From an optimization exercise on the open Yosys and OpenROAD flow, aimed at small area; shortcuts taken in it are not production practice.
RTL that was checked went through simulation tests only; none was proved equivalent to the original.
Function not checked in run 2: the RTL went through the layout flow alone.
Power figures rest on the tool's default switching activity, not on a simulated workload.

===== design/flow/flow/run.sh =====
#!/bin/bash
# Standard ORFS layout (the standard.sh) with two changes in how it is made:
# the port buffers use the smallest buffer cell (every port still gets one), and
# clock tree synthesis runs with its own arguments (no dummy balancing loads).
set -euo pipefail
export BUFFER_PORTS_ARGS="-buffer_cell sky130_fd_sc_hd__buf_1"
export CTS_ARGS="-sink_clustering_enable -repair_clock_nets -dont_use_dummy_load -buf_list sky130_fd_sc_hd__clkbuf_4 -sink_clustering_size 13 -sink_clustering_max_diameter 45"
bash standard.sh > standard_flow.log 2>&1

===== design/flow/standard.sh =====
#!/bin/bash
# synth_recipe.tcl (not shown) runs the flow's synth.tcl, then flattens the netlist and writes it again
# the make line also repeats each setting of config.mk as NAME=value (left out here)
make -C /OpenROAD-flow-scripts/flow DESIGN_CONFIG=/design/flow/config.mk WORK_HOME=/design/flow/orfs CLKGATE_MAP_FILE= SYNTH_SCRIPT=/design/flow/synth_recipe.tcl "${@:-finish}"

===== design/flow/config.mk =====
export PLATFORM = sky130hd
export DESIGN_NAME = mips_multi
export DESIGN_NICKNAME = mips_multi
export VERILOG_FILES = /design/flow/design.v
export SDC_FILE = /design/flow/constraint.sdc
export NUM_CORES = 4
export LEC_CHECK = 0
export ABC_AREA = 1
export CAP_MARGIN = 0
export CORE_MARGIN = 2
export CORE_UTILIZATION = 45
export SLEW_MARGIN = 0

===== design/flow/constraint.sdc =====
create_clock -name core_clock -period 10.0 [get_ports {clk}]
set_input_delay 2.0000 -clock core_clock [delete_from_list [all_inputs] [get_ports {clk}]]
set_output_delay 2.0000 -clock core_clock [all_outputs]
set_load 0.01 [all_outputs]

===== design/flow/design.v =====
module mips_multi #(
  parameter int unsigned ADDR_W   = 32,
  parameter logic [31:0] RESET_PC = 32'h0000_0000
) (
  input  logic              clk,
  input  logic              rst,
  output logic              mem_req,
  output logic              mem_we,
  output logic [ADDR_W-1:0] mem_addr,
  output logic [31:0]       mem_wdata,
  input  logic [31:0]       mem_rdata,
  input  logic              mem_ready,
  output logic              halted,
  output logic [31:0]       retired
);
  localparam logic [3:0] S_CLR = 4'd0;   
  localparam logic [3:0] S_EX1 = 4'd1;   
  localparam logic [3:0] S_EX2 = 4'd2;   
  localparam logic [3:0] S_FW  = 4'd3;   
  localparam logic [3:0] S_LW  = 4'd4;   
  localparam logic [3:0] S_ST  = 4'd5;   
  localparam logic [3:0] S_AL1 = 4'd6;   
  localparam logic [3:0] S_AL2 = 4'd7;   
  localparam logic [3:0] S_HLT = 4'd8;   
  localparam logic [3:0] C_ADD  = 4'd0;
  localparam logic [3:0] C_SUB  = 4'd1;
  localparam logic [3:0] C_AND  = 4'd2;
  localparam logic [3:0] C_OR   = 4'd3;
  localparam logic [3:0] C_SLT  = 4'd4;
  localparam logic [3:0] C_ADDI = 4'd5;
  localparam logic [3:0] C_LW   = 4'd6;
  localparam logic [3:0] C_SW   = 4'd7;
  localparam logic [3:0] C_BEQ  = 4'd8;
  localparam logic [3:0] C_J    = 4'd9;
  localparam logic [3:0] C_JAL  = 4'd10;
  localparam logic [3:0] C_JR   = 4'd11;
  localparam logic [3:0] C_NOP  = 4'd12;
  localparam logic [3:0] C_HALT = 4'd13;
  logic [3:0]  r_state;
  logic [4:0]  r_ph;
  logic [3:0]  r_cls;
  logic [4:0]  r_rs;
  logic [4:0]  r_rt;
  logic        r_sgn;
  logic [31:0] r_x;
  logic [31:0] r_addr;
  logic        r_c;       
  logic        r_pcc;     
  logic        r_kc;      
  logic        r_flag;    
  logic [31:0][31:0] r_ring;
  logic [31:0] r_cnt;
  logic ph0, ph31, ph_ge2, ph_le15, ph_le17, ph_le27;
  assign ph0     = (r_ph == 5'd0);
  assign ph31    = (r_ph == 5'd31);
  assign ph_ge2  = (r_ph >= 5'd2);
  assign ph_le15 = (r_ph <= 5'd15);
  assign ph_le17 = (r_ph <= 5'd17);
  assign ph_le27 = (r_ph <= 5'd27);
  logic st_clr, st_ex1, st_ex2_run, st_st;
  assign st_clr = (r_state == S_CLR) || rst;
  assign st_ex1 = (r_state == S_EX1);
  assign st_st  = (r_state == S_ST);
  assign st_ex2_run = (r_state == S_EX2) || (st_st && mem_ready && ph0);
  logic c_rtype, c_add, c_sub, c_and, c_or, c_slt, c_addi, c_lw, c_sw, c_beq, c_j, c_jal, c_jr, c_halt;
  assign c_add  = (r_cls == C_ADD);
  assign c_sub  = (r_cls == C_SUB);
  assign c_and  = (r_cls == C_AND);
  assign c_or   = (r_cls == C_OR);
  assign c_slt  = (r_cls == C_SLT);
  assign c_addi = (r_cls == C_ADDI);
  assign c_lw   = (r_cls == C_LW);
  assign c_sw   = (r_cls == C_SW);
  assign c_beq  = (r_cls == C_BEQ);
  assign c_j    = (r_cls == C_J);
  assign c_jal  = (r_cls == C_JAL);
  assign c_jr   = (r_cls == C_JR);
  assign c_halt = (r_cls == C_HALT);
  assign c_rtype = c_add || c_sub || c_and || c_or || c_slt;
  logic [31:0] q0;         
  logic        p;          
  logic        k;          
  always_comb begin
    for (int i = 0; i < 32; i++) q0[i] = r_ring[i][0];
    q0[0] = 1'b0;
  end
  assign p = r_ring[0][0];
  assign k = r_cnt[0];
  logic a, b;
  logic [31:0] oh_a, oh_b;
  always_comb for (int i = 0; i < 32; i++) begin
    oh_a[i] = (r_rs == i[4:0]);
    oh_b[i] = (r_rt == i[4:0]);
  end
  assign a = |(q0 & oh_a);
  assign b = |(q0 & oh_b);
  logic immb;
  assign immb = (c_beq || ph_le15) ? r_x[0] : r_sgn;
  logic opb, cin, s, cout;
  assign opb  = (c_add ? b : 1'b0) | (c_sub || c_slt ? ~b : 1'b0) | (c_addi || c_lw || c_sw ? immb : 1'b0);
  assign cin  = ph0 ? (c_sub || c_slt) : r_c;
  assign s    = a ^ opb ^ cin;
  assign cout = (a & opb) | (a & cin) | (opb & cin);
  logic ne_all, taken, lt;
  assign ne_all = (!ph0 && r_flag) || (a ^ b);
  assign taken  = !ne_all;                        
  assign lt     = (a ^ b) ? a : s;                
  logic pb, pcin, ps;
  assign pb   = st_ex2_run ? (ph_ge2 && immb) : (r_ph == 5'd2);
  assign pcin = ph0 ? 1'b0 : r_pcc;
  assign ps   = p ^ pb ^ pcin;
  logic npc, pc_we;
  always_comb begin
    npc = ps;
    if (st_ex1 && c_jr) npc = a;
    else if (st_ex1 && (c_j || c_jal)) npc = !ph_ge2 ? 1'b0 : (ph_le27 ? r_x[0] : ps);
    if (st_clr) npc = 1'b0;
  end
  assign pc_we = st_clr || (st_ex1 && !c_halt) || (st_ex2_run && c_beq);
  logic       wen, wbit;
  logic [4:0] wsel;
  assign wsel = c_rtype ? r_x[15:11] : (c_jal ? 5'd31 : r_rt);
  assign wen  = (st_ex1 && (c_add || c_sub || c_and || c_or || c_addi || c_jal)) ||
                (st_ex2_run && (c_slt || c_lw));
  always_comb begin
    wbit = s;
    if (c_and) wbit = a & b;
    else if (c_or) wbit = a | b;
    else if (c_slt) wbit = ph0 && r_flag;
    else if (c_lw) wbit = r_x[0];
    else if (c_jal) wbit = ps;
    if (st_clr) wbit = 1'b0;
  end
  logic [7:0] wdec_hi;
  logic [3:0] wdec_lo;
  always_comb begin
    for (int j = 0; j < 8; j++) wdec_hi[j] = st_clr || (wen && (wsel[4:2] == j[2:0]));
    for (int j = 0; j < 4; j++) wdec_lo[j] = st_clr || (wsel[1:0] == j[1:0]);
  end
  logic anb, aw;
  always_comb begin
    anb = npc;
    if (st_ex1 && (c_lw || c_sw)) anb = s;
    else if (st_ex1 && c_halt) anb = k;
    else if (st_ex2_run) anb = c_beq ? ps : p;
    if (st_clr) anb = 1'b0;
  end
  assign aw = st_clr || st_ex1 || st_ex2_run;
  logic [7:0] adec_hi;
  logic [3:0] adec_lo;
  always_comb begin
    for (int j = 0; j < 8; j++) adec_hi[j] = rst || (aw && (r_ph[4:2] == j[2:0]));
    for (int j = 0; j < 4; j++) adec_lo[j] = rst || (r_ph[1:0] == j[1:0]);
  end
  always_ff @(posedge clk) begin
    for (int i = 0; i < 32; i++)
      if (adec_hi[i / 4] && adec_lo[i % 4]) r_addr[i] <= anb && !rst;
  end
  logic xsh, x_ld;
  assign xsh = (st_ex1 && (c_addi || c_lw || c_sw)) ||
               (st_ex1 && (c_j || c_jal) && ph_ge2) ||
               (st_ex2_run && c_beq && ph_ge2 && (r_ph <= 5'd16)) ||
               (st_ex2_run && c_lw);
  logic pass31, req_end;
  assign pass31 = ph31 && (st_clr || st_ex1 || (r_state == S_EX2));
  assign req_end = st_clr || (r_state == S_EX2) ||
                   (st_ex1 && !c_slt && !c_sw && !c_halt && !(c_beq && taken));
  always_comb begin
    mem_req = 1'b0;
    if (!rst) begin
      if (pass31) mem_req = req_end;
      else if (r_state == S_FW || r_state == S_LW || st_st) mem_req = 1'b1;
    end
  end
  assign mem_we    = st_st;
  assign mem_addr  = {(pass31 ? anb : r_addr[31]), r_addr[30:0]};
  assign mem_wdata = r_x;
  logic is_load_req, acc;
  assign is_load_req = (pass31 && st_ex1 && c_lw) || (r_state == S_LW);
  assign acc   = mem_req && mem_ready;
  assign x_ld  = acc && !st_st;
  logic [5:0] f_op, f_fn;
  logic [3:0] f_cls;
  assign f_op = mem_rdata[31:26];
  assign f_fn = mem_rdata[5:0];
  always_comb begin
    case (f_op)
      6'h00: begin
        case (f_fn)
          6'h20:   f_cls = C_ADD;
          6'h22:   f_cls = C_SUB;
          6'h24:   f_cls = C_AND;
          6'h25:   f_cls = C_OR;
          6'h2A:   f_cls = C_SLT;
          6'h08:   f_cls = C_JR;
          default: f_cls = C_NOP;
        endcase
      end
      6'h08:   f_cls = C_ADDI;
      6'h23:   f_cls = C_LW;
      6'h2B:   f_cls = C_SW;
      6'h04:   f_cls = C_BEQ;
      6'h02:   f_cls = C_J;
      6'h03:   f_cls = C_JAL;
      6'h3F:   f_cls = C_HALT;
      default: f_cls = C_NOP;
    endcase
  end
  assign halted  = (r_state == S_HLT);
  assign retired = r_addr;
  always_ff @(posedge clk) begin
    for (int i = 1; i < 32; i++)
      r_ring[i] <= {(wdec_hi[i / 4] && wdec_lo[i % 4]) ? wbit : r_ring[i][0], r_ring[i][31:1]};
    r_ring[0] <= {pc_we ? npc : p, r_ring[0][31:1]};
  end
  logic kcin;
  assign kcin = ph0 ? (st_ex1 && !c_halt) : r_kc;
  always_ff @(posedge clk) begin
    r_cnt <= {(k ^ kcin) && !st_clr, r_cnt[31:1]};
    r_kc  <= k && kcin && !ph31;
    r_c   <= cout;
    r_pcc <= (p & pb) | (p & pcin) | (pb & pcin);
    if (st_ex1 && c_slt && ph31) r_flag <= lt;
    else if (st_ex1) r_flag <= ne_all;
  end
  always_ff @(posedge clk) begin
    if (x_ld) r_x <= mem_rdata;
    else if (xsh) r_x <= {b, r_x[31:1]};
  end
  logic fetch_acc;
  assign fetch_acc = acc && !st_st && !is_load_req;
  always_ff @(posedge clk) begin
    if (fetch_acc) begin
      r_cls <= f_cls;
      r_rs  <= mem_rdata[25:21];
      r_rt  <= mem_rdata[20:16];
      r_sgn <= mem_rdata[15];
    end
  end
  always_ff @(posedge clk) begin
    if (rst) begin
      r_state <= S_CLR;
      r_ph    <= 5'd1;
    end else begin
      r_ph <= r_ph + 5'd1;
      case (r_state)
        S_CLR: if (ph31) r_state <= mem_ready ? S_EX1 : S_FW;
        S_EX1: if (ph31) begin
          if (c_halt) r_state <= S_HLT;
          else if (c_sw) r_state <= S_ST;
          else if (c_slt || (c_beq && taken)) r_state <= S_EX2;
          else if (c_lw) r_state <= mem_ready ? S_EX2 : S_LW;
          else r_state <= mem_ready ? S_EX1 : S_FW;
        end
        S_EX2: if (ph31) r_state <= mem_ready ? S_EX1 : S_FW;
        S_FW:  if (mem_ready) r_state <= ph31 ? S_EX1 : S_AL1;
        S_LW:  if (mem_ready) r_state <= ph31 ? S_EX2 : S_AL2;
        S_ST:  if (mem_ready) r_state <= ph0 ? S_EX2 : S_AL2;
        S_AL1: if (ph31) r_state <= S_EX1;
        S_AL2: if (ph31) r_state <= S_EX2;
        S_HLT: r_state <= S_HLT;
        default: r_state <= S_CLR;
      endcase
    end
  end
endmodule

==> results of run 1 <==
sequential cells by signal, summed over array words and instances (netlist names), 4 cells and up:
register / count
r_ring: 1024
r_addr: 32
r_cnt: 32
r_x: 32
r_ph: 5
r_rs: 5
r_rt: 5
r_cls: 4
r_state: 4
metal layers:
metal  track usage  part of all wire  up-vias
met5             0                 0        -
met4        0.0607             0.034        0
met3        0.0325             0.042      109
met2         0.203              0.43      255
met1         0.196              0.49     6073
li1              -                 -     6436
cell type report:
class                      instances  area (µm²)
antenna                            5        12.5
clock buffer                     105         788
fill                            5253       30900
inverter                         106         398
multi-input combinational        618        2890
sequential                      1148       23800
tap                              782         978
timing repair buffer             136         522
worst register-to-register path, stage by stage, from the launching register on:
cell,delay (ps)
edfxtp_1,700
inv_1,390
nand4_1,200
nand2_1,60
nor2_1,140
nand2_1,80
nor2_1,210
nand2_1,180
ha_1,370
a21oi_1,200
nand2_1,80
nand2_1,110
inv_2,50
nand2_1,70
nand3_1,70
nand2_1,80
inv_2,50
nand2_4,410
o2111ai_4,760
metrics by stage:
step                hold WS (ps)  worst slack [ps]  cell area [µm²]  std cells  power, W
finish                       249              3680            29400       2900   0.00640
CTS                          240              3560            29400       2895   0.00651
detailed placement           312              3640            28600       2790   0.00481
floorplan                    310              4300            27400       1921   0.00479
global placement             310              3680            28600       2790   0.00481
global route                 243              3020            29400       2900   0.00669
worst max path at each step:
| stage | start | endpoint | slack (ps) | cells after the start |
|---|---|---|---|---|
| floorplan | mem_ready | mem_addr[31] | 4300 | 16 |
| global placement | mem_ready | mem_addr[31] | 3680 | 18 |
| detailed placement | mem_ready | mem_addr[31] | 3640 | 18 |
| CTS | r_cls[0] | mem_addr[31] | 3560 | 20 |
| global route | r_cls[3] | mem_addr[31] | 3020 | 21 |
| finish | mem_ready | mem_addr[31] | 3680 | 18 |
cell usage after synthesis, drive strengths merged:
| library cell | instances | area, µm² |
|---|---|---|
| nor3 | 15 | 91.3 |
| o21a | 1 | 7.51 |
| or2 | 1 | 6.26 |
| dfxtp | 1068 | 21400 |
| buf | 41 | 308 |
| ha | 10 | 125 |
| a21o | 1 | 7.51 |
| nor3b | 1 | 7.51 |
| o2111ai | 3 | 26.3 |
| inv | 105 | 394 |
| edfxtp | 80 | 2400 |
| a31oi | 1 | 6.26 |
| a21oi | 25 | 133 |
| a221o | 1 | 10.0 |
| clkinv | 1 | 3.75 |
| o311ai | 2 | 17.5 |
| a211oi | 1 | 7.51 |
| fa | 2 | 40.0 |
| nor2 | 159 | 604 |
| nor4 | 7 | 43.8 |
| o21ai | 68 | 344 |
| nand3 | 49 | 245 |
| o211ai | 6 | 45.0 |
| nand2 | 233 | 887 |
| a41oi | 2 | 17.5 |
| o22ai | 11 | 68.8 |
| nand4 | 16 | 100 |
| o31ai | 2 | 15.0 |
| a21boi | 1 | 7.51 |
| clkbuf | 8 | 31.3 |
logic make-up (layout without fill, tap and decap cells):
kind of cell | after synthesis | after routing | share of synthesized area
AOI/OAI and AO/OA | 125 | 125 | 0.0260
adders and majority gates | 12 | 12 | 0.00603
buffers and inverters | 155 | 347 | 0.0269
DFF | 1148 | 1148 | 0.869
other | 0 | 5 | 0
and+or+nand+nor | 481 | 481 | 0.0725
power breakdown:
| group | switching (W) | total, W | leakage [nW] | internal, W |
|---|---|---|---|---|
| Combinational | 0.0000467 | 0.0000648 | 1.80 | 0.0000181 |
| Clock | 0.00121 | 0.00170 | 0.483 | 0.000483 |
| Sequential | 0.00000876 | 0.00464 | 9.35 | 0.00463 |
| Total | 0.00127 | 0.00640 | 11.6 | 0.00514 |
==> flow_summary.rst, run 1 <==
.. list-table::
   :header-rows: 1

   * - Metric
     - Value
   * - Final Util
     - 0.487
   * - Share of post-route cells with drive strength above 1
     - 0.0620
   * - Tightest Hold Check Type
     - reg -> reg
   * - Headroom to the max-slew limit
     - 0.163
   * - Total grt overflow
     - 0
   * - Via count of the first global-routing pass
     - 12.6k
   * - Setup slack, reg-to-reg
     - approximately 5200 ps
   * - Total wirelength of the detailed-routed design
     - about 43000 µm
   * - H-tree level count
     - 3
   * - R2r startpoint
     - r_rs[4]
   * - Antenna violations before repair
     - 3
   * - Setup Viol. Count Final
     - 0
   * - Power density over the cells
     - between 200 and 250 mW/mm²
   * - Floorplan Core Area
     - about 0.06 mm²
   * - Site Rows
     - 90
   * - Clock tree from TritonCTS
     - done
   * - R2R depth
     - 18
   * - Routability congestion estimate from global placement
     - around 0.82
   * - Highest Clock Rate
     - 0.158 GHz
   * - Clock insertion delay at the later pin of the skew report
     - around 900 ps
   * - Detail Placement HPWL
     - between 20000 and 30000 µm
   * - Endpoint required time on the critical path
     - roughly 8000 ps
   * - Post-route minimum period
     - about 6300 ps
   * - Hold Vio Cnt, Final
     - 0
   * - Commonest non-fill, non-tap cell in the layout
     - dfxtp_1
   * - Chain of cells forming the critical path
     - buf_1, nand3_1, o21ai_2, inv_1, nand3_1, o21ai_0, fa_1, o21ai_0, nor2_1, nor2_1, nor2_1, nand3_1, nand2_1, nand2_1, nand2_1, nand3_1, nand2_1, buf_1
   * - Worst-path maximum fanout
     - 5
   * - Count of state elements after synthesis
     - roughly 1.1k
   * - Max-cap violation count
     - 0
   * - Total Routing Usage GR
     - 0.138
   * - Static leakage
     - around 12 nW
   * - Gate Count Post-Synth
     - between 1.5k and 2k
   * - Effective utilization at floorplan
     - 0.455
   * - Max stage delay cell, worst path
     - fa_1
   * - Number of warnings printed during yosys synthesis
     - 1
   * - Port-buffer cells
     - around 130
   * - Die outline height
     - between 200 and 300 µm
   * - Path type of the worst setup path
     - in -> out
   * - Largest net degree at the start of global routing
     - 47
   * - Average detailed-routed wire length per instance
     - ~15 µm
   * - First-pass GRT wire length
     - 67300 µm
   * - Number of CTS-inserted buffers
     - about 110
   * - Drt pass-1 iters
     - 5
   * - Setup repair after global routing missed its margin
     - false
   * - Destination of the worst hold path
     - r_ring[819]
   * - Drt via density
     - between 4 and 5
   * - Worst Setup Start Kind
     - primary input
   * - Netlist cell types
     - 42
   * - Die area
     - 0.0628 mm²
   * - Count of buffers added by post-CTS timing repair for setup
     - 0
   * - Count of vias placed by the detailed router
     - ~13k
   * - Antenna Violating Nets Remaining
     - 0
   * - Hold-fix buffers, CTS
     - 0
   * - Worst-margin pin slew
     - between 1000 and 1500 ps
   * - Kind of cell with the highest combined delay on the critical path
     - simple AND/OR/NAND/NOR gates
   * - Sum of negative setup slack
     - 0 ps
   * - Crit-path max cell delay
     - 610 ps
   * - Sequential share of the synthesized area
     - 0.869
   * - Most used cells in the layout excluding fill and tap cells
     - dfxtp_1 (1068), nand2_1 (230), nor2_1 (156)
   * - Total of cells resized after clock tree synthesis
     - 0
   * - Clock Pin Slew Worst Setup and Hold Paths
     - 110 ps
   * - Post-route fraction of the period consumed by the critical path
     - 0.632
   * - Worst hold path cell count
     - 0
   * - Sinks on Clock Net
     - 1148
   * - Mean cell area of the mapped netlist
     - 14.3 µm²
   * - Buffer levels on the longest clock path
     - 3
   * - X dimension of the die
     - 251 µm
   * - Reg2reg end
     - r_x[30]
   * - Critical path endpoint category
     - output pin
   * - Maximum vdd ir drop
     - ~0.12 mV
   * - Start point of the worst min-delay path
     - r_ring[820]
   * - CP arrival
     - 4320 ps
   * - Final count of pins violating max slew
     - 0
   * - DRC
     - 0
   * - Status
     - no timing/DRC/antenna violations
   * - Count of pins on the block boundary
     - between 100 and 150
   * - Number of nets in the finished design
     - approximately 2.2k
   * - Cell area after technology mapping
     - around 0.027 mm²
   * - Detailed Route Iter0 Violations
     - just under 600
   * - Clock root buffer
     - clkbuf_4
   * - Largest clock skew in the final design
     - about 110 ps
   * - Area grow syn2layout
     - 7.25%
   * - Syn nets
     - a little under 2k
   * - Number of buffers and inverters on the critical path
     - 3
==> run 2, diff against run 1 <==
--- a/design/flow/design.v
+++ b/design/flow/design.v
@@ -141,26 +141,19 @@
   always_comb begin
     anb = npc;
     if (st_ex1 && (c_lw || c_sw)) anb = s;
-    else if (st_ex1 && c_halt) anb = k;
     else if (st_ex2_run) anb = c_beq ? ps : p;
     if (st_clr) anb = 1'b0;
   end
-  assign aw = st_clr || st_ex1 || st_ex2_run;
-  logic [7:0] adec_hi;
-  logic [3:0] adec_lo;
-  always_comb begin
-    for (int j = 0; j < 8; j++) adec_hi[j] = rst || (aw && (r_ph[4:2] == j[2:0]));
-    for (int j = 0; j < 4; j++) adec_lo[j] = rst || (r_ph[1:0] == j[1:0]);
-  end
-  always_ff @(posedge clk) begin
-    for (int i = 0; i < 32; i++)
-      if (adec_hi[i / 4] && adec_lo[i % 4]) r_addr[i] <= anb && !rst;
+  assign aw = st_clr || (st_ex1 && !c_halt) || st_ex2_run;
+  always_ff @(posedge clk) begin
+    if (aw && !ph31) r_addr[30:0] <= {anb, r_addr[30:1]};
+    if (aw && ph31)  r_addr[31]   <= anb;
   end
   logic xsh, x_ld;
-  assign xsh = (st_ex1 && (c_addi || c_lw || c_sw)) ||
-               (st_ex1 && (c_j || c_jal) && ph_ge2) ||
-               (st_ex2_run && c_beq && ph_ge2 && (r_ph <= 5'd16)) ||
-               (st_ex2_run && c_lw);
+  assign xsh = !rst && ((st_ex1 && (c_addi || c_lw || c_sw || c_halt)) ||
+                        (st_ex1 && (c_j || c_jal) && ph_ge2) ||
+                        (st_ex2_run && c_beq && ph_ge2 && (r_ph <= 5'd16)) ||
+                        (st_ex2_run && c_lw));
   logic pass31, req_end;
   assign pass31 = ph31 && (st_clr || st_ex1 || (r_state == S_EX2));
   assign req_end = st_clr || (r_state == S_EX2) ||
@@ -207,7 +200,7 @@
     endcase
   end
   assign halted  = (r_state == S_HLT);
-  assign retired = r_addr;
+  assign retired = r_x;
   always_ff @(posedge clk) begin
     for (int i = 1; i < 32; i++)
       r_ring[i] <= {(wdec_hi[i / 4] && wdec_lo[i % 4]) ? wbit : r_ring[i][0], r_ring[i][31:1]};
@@ -224,8 +217,9 @@
     else if (st_ex1) r_flag <= ne_all;
   end
   always_ff @(posedge clk) begin
-    if (x_ld) r_x <= mem_rdata;
-    else if (xsh) r_x <= {b, r_x[31:1]};
+    if (rst) r_x <= 32'd0;
+    else if (x_ld) r_x <= mem_rdata;
+    else if (xsh) r_x <= {(c_halt ? k : b), r_x[31:1]};
   end
   logic fetch_acc;
   assign fetch_acc = acc && !st_st && !is_load_req;
==> design/flow/flow/run.sh (replaced) <==
#!/bin/bash
# Standard ORFS layout (the standard.sh) with two changes in how it is made:
# the port buffers use the smallest buffer cell (every port still gets one), and
# clock tree synthesis runs with its own arguments (no dummy balancing loads).
set -euo pipefail
export BUFFER_PORTS_ARGS="-buffer_cell sky130_fd_sc_hd__buf_1"
export CTS_ARGS="-sink_clustering_enable -repair_clock_nets -dont_use_dummy_load -buf_list sky130_fd_sc_hd__clkbuf_4 -sink_clustering_size 12 -sink_clustering_max_diameter 40"
bash standard.sh > standard_flow.log 2>&1
==> run 2 against run 1 <==
Sequential power is 0.9% lower. Largest power group unchanged. Core utilization decreased by 0.59 points. Non-clock buffer count increased by 3. Synthesized cell count is 4.8% higher. Hold slack improved by 4.9 ps. Clock-buffer cell count is 14 higher. Global-route usage about the same. Area after synthesis up 1.3%. Critical path depth decreased by 10. Critical path type unchanged. Sequential share of layout area shrank 1.6 points.
==> flow_summary.rst, run 2 <==
.. list-table::
   :header-rows: 1

   * - Metric
     - Value
   * - Status
     - no timing/DRC/antenna violations
   * - Die area
     - 0.0637 mm² (+1.3%)
   * - Cell types with the highest counts after synthesis
     - dfxtp_1 (1100), nand2_1 (293), nand3_1 (89)
   * - Share of Yosys cell area claimed by the top area cell type
     - 0.794 (+0.0130)
   * - X dimension of the die
     - 252 µm (+0.64%)
   * - Number of warnings printed during yosys synthesis
     - 1 (unchanged)
   * - Number of CTS-inserted buffers
     - 119 (+13%)
   * - Hold-fix buffers, CTS
     - 0 (unchanged)
   * - Count of buffers added by post-CTS timing repair for setup
     - 0 (unchanged)
   * - Tightest Hold Check Type
     - reg -> reg
   * - Post-route fraction of the period consumed by the critical path
     - 0.627 (-0.00456)
   * - Count of state elements after synthesis
     - 1148 (unchanged)
   * - Netlist cell types
     - 40 (-4.8%)
   * - Share of post-route cells with drive strength above 1
     - 0.0799 (+0.0179)
   * - H-tree level count
     - 3 (unchanged)
   * - Sum of negative setup slack
     - 0 ps (unchanged)
   * - Syn nets
     - 2060 (+4.7%)
   * - Antenna violations before repair
     - 2 (-1)
   * - Headroom to the max-slew limit
     - 0.283 (+0.121)
   * - Setup repair after global routing missed its margin
     - false
   * - CP arrival
     - 4270 ps (-50 ps)
   * - Total grt overflow
     - 0 (unchanged)
   * - Area grow syn2layout
     - 6.53%
   * - Post-route minimum period
     - 6270 ps (-45.6 ps)
   * - Async set-or-reset flop fraction in the synthesized netlist
     - 0 (unchanged)
   * - Floorplan Core Area
     - 0.0614 mm² (+1.9%)
   * - Total of cells resized after clock tree synthesis
     - 0 (unchanged)
   * - NetSw
     - 0.00126 W (-0.35%)
   * - Proportion of power drawn by the clock network
     - 0.277 (+0.012)
   * - Highest Clock Rate
     - 0.159 GHz (+0.73%)
   * - Internal power of the cells
     - 0.00515 W (+0.34%)
   * - Clock tree from TritonCTS
     - done
   * - Logic gate share of total power
     - 0.006 (-0.004)
   * - Largest register FFs
     - 1024 (unchanged)
   * - Drt via density
     - 4.51 (+1.7%)
   * - Most used cells in the layout excluding fill and tap cells
     - dfxtp_1 (1100), nand2_1 (293), buf_1 (132)
   * - Reg2reg end
     - r_x[23]
   * - R2R depth
     - 18 (unchanged)
   * - Final count of pins violating max slew
     - 0 (unchanged)
   * - Count of pins on the block boundary
     - 134 (unchanged)
   * - Cell area after placement
     - 0.0286 mm² (+0.25%)
   * - Most flop-heavy register
     - r_ring
   * - Largest clock skew in the final design
     - 119 ps (+10.4 ps)
   * - DRC
     - 0 (unchanged)
   * - Met1 usage
     - 0.197 (+0.00163)
   * - Power density over the cells
     - 217 mW/mm² (-0.43%)
   * - Switching share of power
     - 0.197 (-0.00109)
   * - EDFF count, synth
     - 48 (-40%)
   * - Site Rows
     - 91 (+1.1%)
   * - Static leakage
     - 12.0 nW (+3.5%)
   * - Global routing usage on met2
     - 0.200 (-0.00254)
   * - Hold Vio Cnt, Final
     - 0 (unchanged)
   * - Effective utilization at floorplan
     - 0.452 (-0.00250)
   * - Port-buffer cells
     - 133 (unchanged)
   * - Most congested layer reported by global routing
     - met2
   * - Detail Placement HPWL
     - 27800 µm (-1.5%)
   * - Total Routing Usage GR
     - 0.139 (+0.000414)
   * - Count of vias placed by the detailed router
     - 13.4k (+4.3%)
   * - Cell accounting for the most synthesized area
     - dfxtp_1
   * - Total wirelength of the detailed-routed design
     - 43400 µm (+1.5%)
   * - Clock root buffer
     - clkbuf_4
   * - Average detailed-routed wire length per instance
     - 14.6 µm (-1.1%)
   * - Worst-margin pin slew
     - 1070 ps (-182 ps)
   * - Critical path endpoint category
     - output pin
   * - Max-cap violation count
     - 0 (unchanged)
   * - Commonest non-fill, non-tap cell in the layout
     - dfxtp_1
   * - Antenna Violating Nets Remaining
     - 0 (unchanged)
   * - Drt pass-1 iters
     - 5 (unchanged)
   * - Setup slack, reg-to-reg
     - 5450 ps (+220 ps)
   * - Start point of the worst min-delay path
     - r_ring[511]
   * - R2r startpoint
     - r_rt[0]
   * - Gate Count Post-Synth
     - 2014 (+4.8%)
   * - Dominant cells by area after synthesis
     - dfxtp_1 (79%), edfxtp_1 (5.2%), nand2_1 (4.0%)
   * - Endpoint required time on the critical path
     - 8000 ps (about the same)
   * - Buffer levels on the longest clock path
     - 3 (unchanged)
   * - Detailed Route Iter0 Violations
     - 697 (+17%)
   * - Dominant synthesized flop cell
     - dfxtp_1
   * - Destination of the worst hold path
     - r_ring[510]
   * - Worst-path maximum fanout
     - 41 (+36)
   * - Mean cell area of the mapped netlist
     - 13.8 µm² (-3.4%)
   * - Die outline height
     - 252 µm (+0.64%)
   * - Setup Viol. Count Final
     - 0 (unchanged)
   * - Cell area after layout
     - 0.0296 mm² (+0.63%)
   * - Worst hold path cell count
     - 0 (unchanged)
   * - Cell area after technology mapping
     - 0.0277 mm² (+1.3%)
   * - Worst Setup Start Kind
     - primary input
   * - Number of filler cells placed in the layout
     - 5440 (+3.6%)
   * - Clock insertion delay at the later pin of the skew report
     - 900 ps (about the same)
   * - First-pass GRT wire length
     - 69000 µm (+2.5%)
   * - GR Layer Usage met3
     - 0.0339 (+0.00136)
   * - Path type of the worst setup path
     - in -> out
   * - Maximum vdd ir drop
     - 0.122 mV (-0.81%)
   * - Sequential share of the synthesized area
     - 0.846 (-0.0227)
   * - Clock Pin Slew Worst Setup and Hold Paths
     - 80 ps (-30 ps)
   * - Worst slack after detailed placement
     - 3740 ps (+92.3 ps)
   * - Routability congestion estimate from global placement
     - 0.835 (+1.3%)
   * - Slack of the critical path
     - 3730 ps (+45.6 ps)
   * - Via count of the first global-routing pass
     - 13.0k (+3.2%)
   * - Power share of the sequential group
     - 0.717 (-0.008)
   * - Number of nets in the finished design
     - 2226 (+3.0%)
   * - Largest net degree at the start of global routing
     - 66 (+40%)
   * - Sinks on Clock Net
     - 1148 (unchanged)
   * - Most frequently used cell type in the post-synthesis netlist
     - dfxtp_1
run 2: cell count changes after synthesis, moves of 34 or more:
cell     delta
nor2_1     -76
o21ai_0    -34
buf_4      +34
nand3_1    +40
nand2_1    +63
run 2: kinds of logic after synthesis:
| logic type | count (synthesis) | synth area share |
|---|---|---|
| DFF | 1148 | 0.846 |
| and+or+nand+nor | 546 | 0.0867 |
| buffers and inverters | 178 | 0.0345 |
| AOI/OAI and AO/OA | 131 | 0.0276 |
| adders and majority gates | 11 | 0.00550 |
run 2: stage by stage:
| step | hold slack, ps | util | cells | power, W |
|---|---|---|---|---|
| after CTS | 247 | 0.481 | 2968 | 0.00653 |
| final | 254 | 0.482 | 2976 | 0.00642 |
| after global placement | 310 | 0.467 | 2849 | 0.00474 |
| after global routing | 230 | 0.482 | 2975 | 0.00671 |
| after floorplan | 310 | - | 2014 | 0.00472 |
| after detailed placement | 312 | 0.467 | 2849 | 0.00474 |
run 2: cell type report:
type	count	area, µm²	area share
Sequential cell	1148	23500	0.794
Clock buffer	119	893	0.0302
Multi-Input combinational cell	688	3330	0.113
Tap cell	790	988	0.0334
Inverter	84	315	0.0107
Antenna cell	8	20.0	0.000677
Timing Repair Buffer	139	546	0.0185
run 2: critical path: stages:
cell	delay, ps
clkbuf_2	710
inv_2	160
nand2_1	110
nand2_1	140
a21oi_2	150
buf_4	370
a21boi_0	390
buf_1	200
run 2: how the worst max path moves through the flow:
stage                          from  slack, ps            to  cells past startpoint
after detailed placement        rst       3740       mem_req                      8
after global routing        r_ph[0]       3500  mem_addr[31]                     19
after global placement          rst       3770       mem_req                      8
final                           rst       3730       mem_req                      8
after floorplan           mem_ready       4470  mem_addr[31]                     13
after CTS                       rst       3740       mem_req                      8
run 2: power groups by stage:
stage	clock network, W	logic (W)	registers, W
global placement	0	0.0000357	0.00470
global route	0.00207	0.0000402	0.00460
finish	0.00178	0.0000364	0.00460
CTS	0.00189	0.0000363	0.00460
floorplan	0	0.0000186	0.00470
detailed placement	0	0.0000361	0.00471
run 2: routing by layer:
metal  wire length [µm]  vias up
li1                   -     6691
met1              21600     6289
met2              18200      353
met3               2270       99
met4               1360        0
met5                  0        -

## what the ideal ports hide
The flow's constraints put no driver on any port. The routed layouts listed below were extracted and timed again, unchanged, in two steps. Step 1: set_driving_cell puts a clkbuf_16 on clk and a buf_2 on each other input, an assumption about the parent block. Step 2 also shifts input and output timing later by t, the mid clock arrival at the registers, as if the neighbouring blocks saw the same clock. Slacks: no drivers / after step 1 / after step 2; pairs: no drivers / after step 1.
| run | t, ns | setup slack, ns | worst setup path after step 2 |
|---|---|---|---|
| run 1 | 0.888 | 3.684 / 3.651 / 3.662 | input to output |
| run 2 | 0.894 | 3.729 / 3.700 / 3.700 | input to output |
After both steps setup and hold are still met in every run listed. For run 2, which loses most, drivers alone change the setup slack by -0.029 ns; drivers and shift together by -0.029 ns.
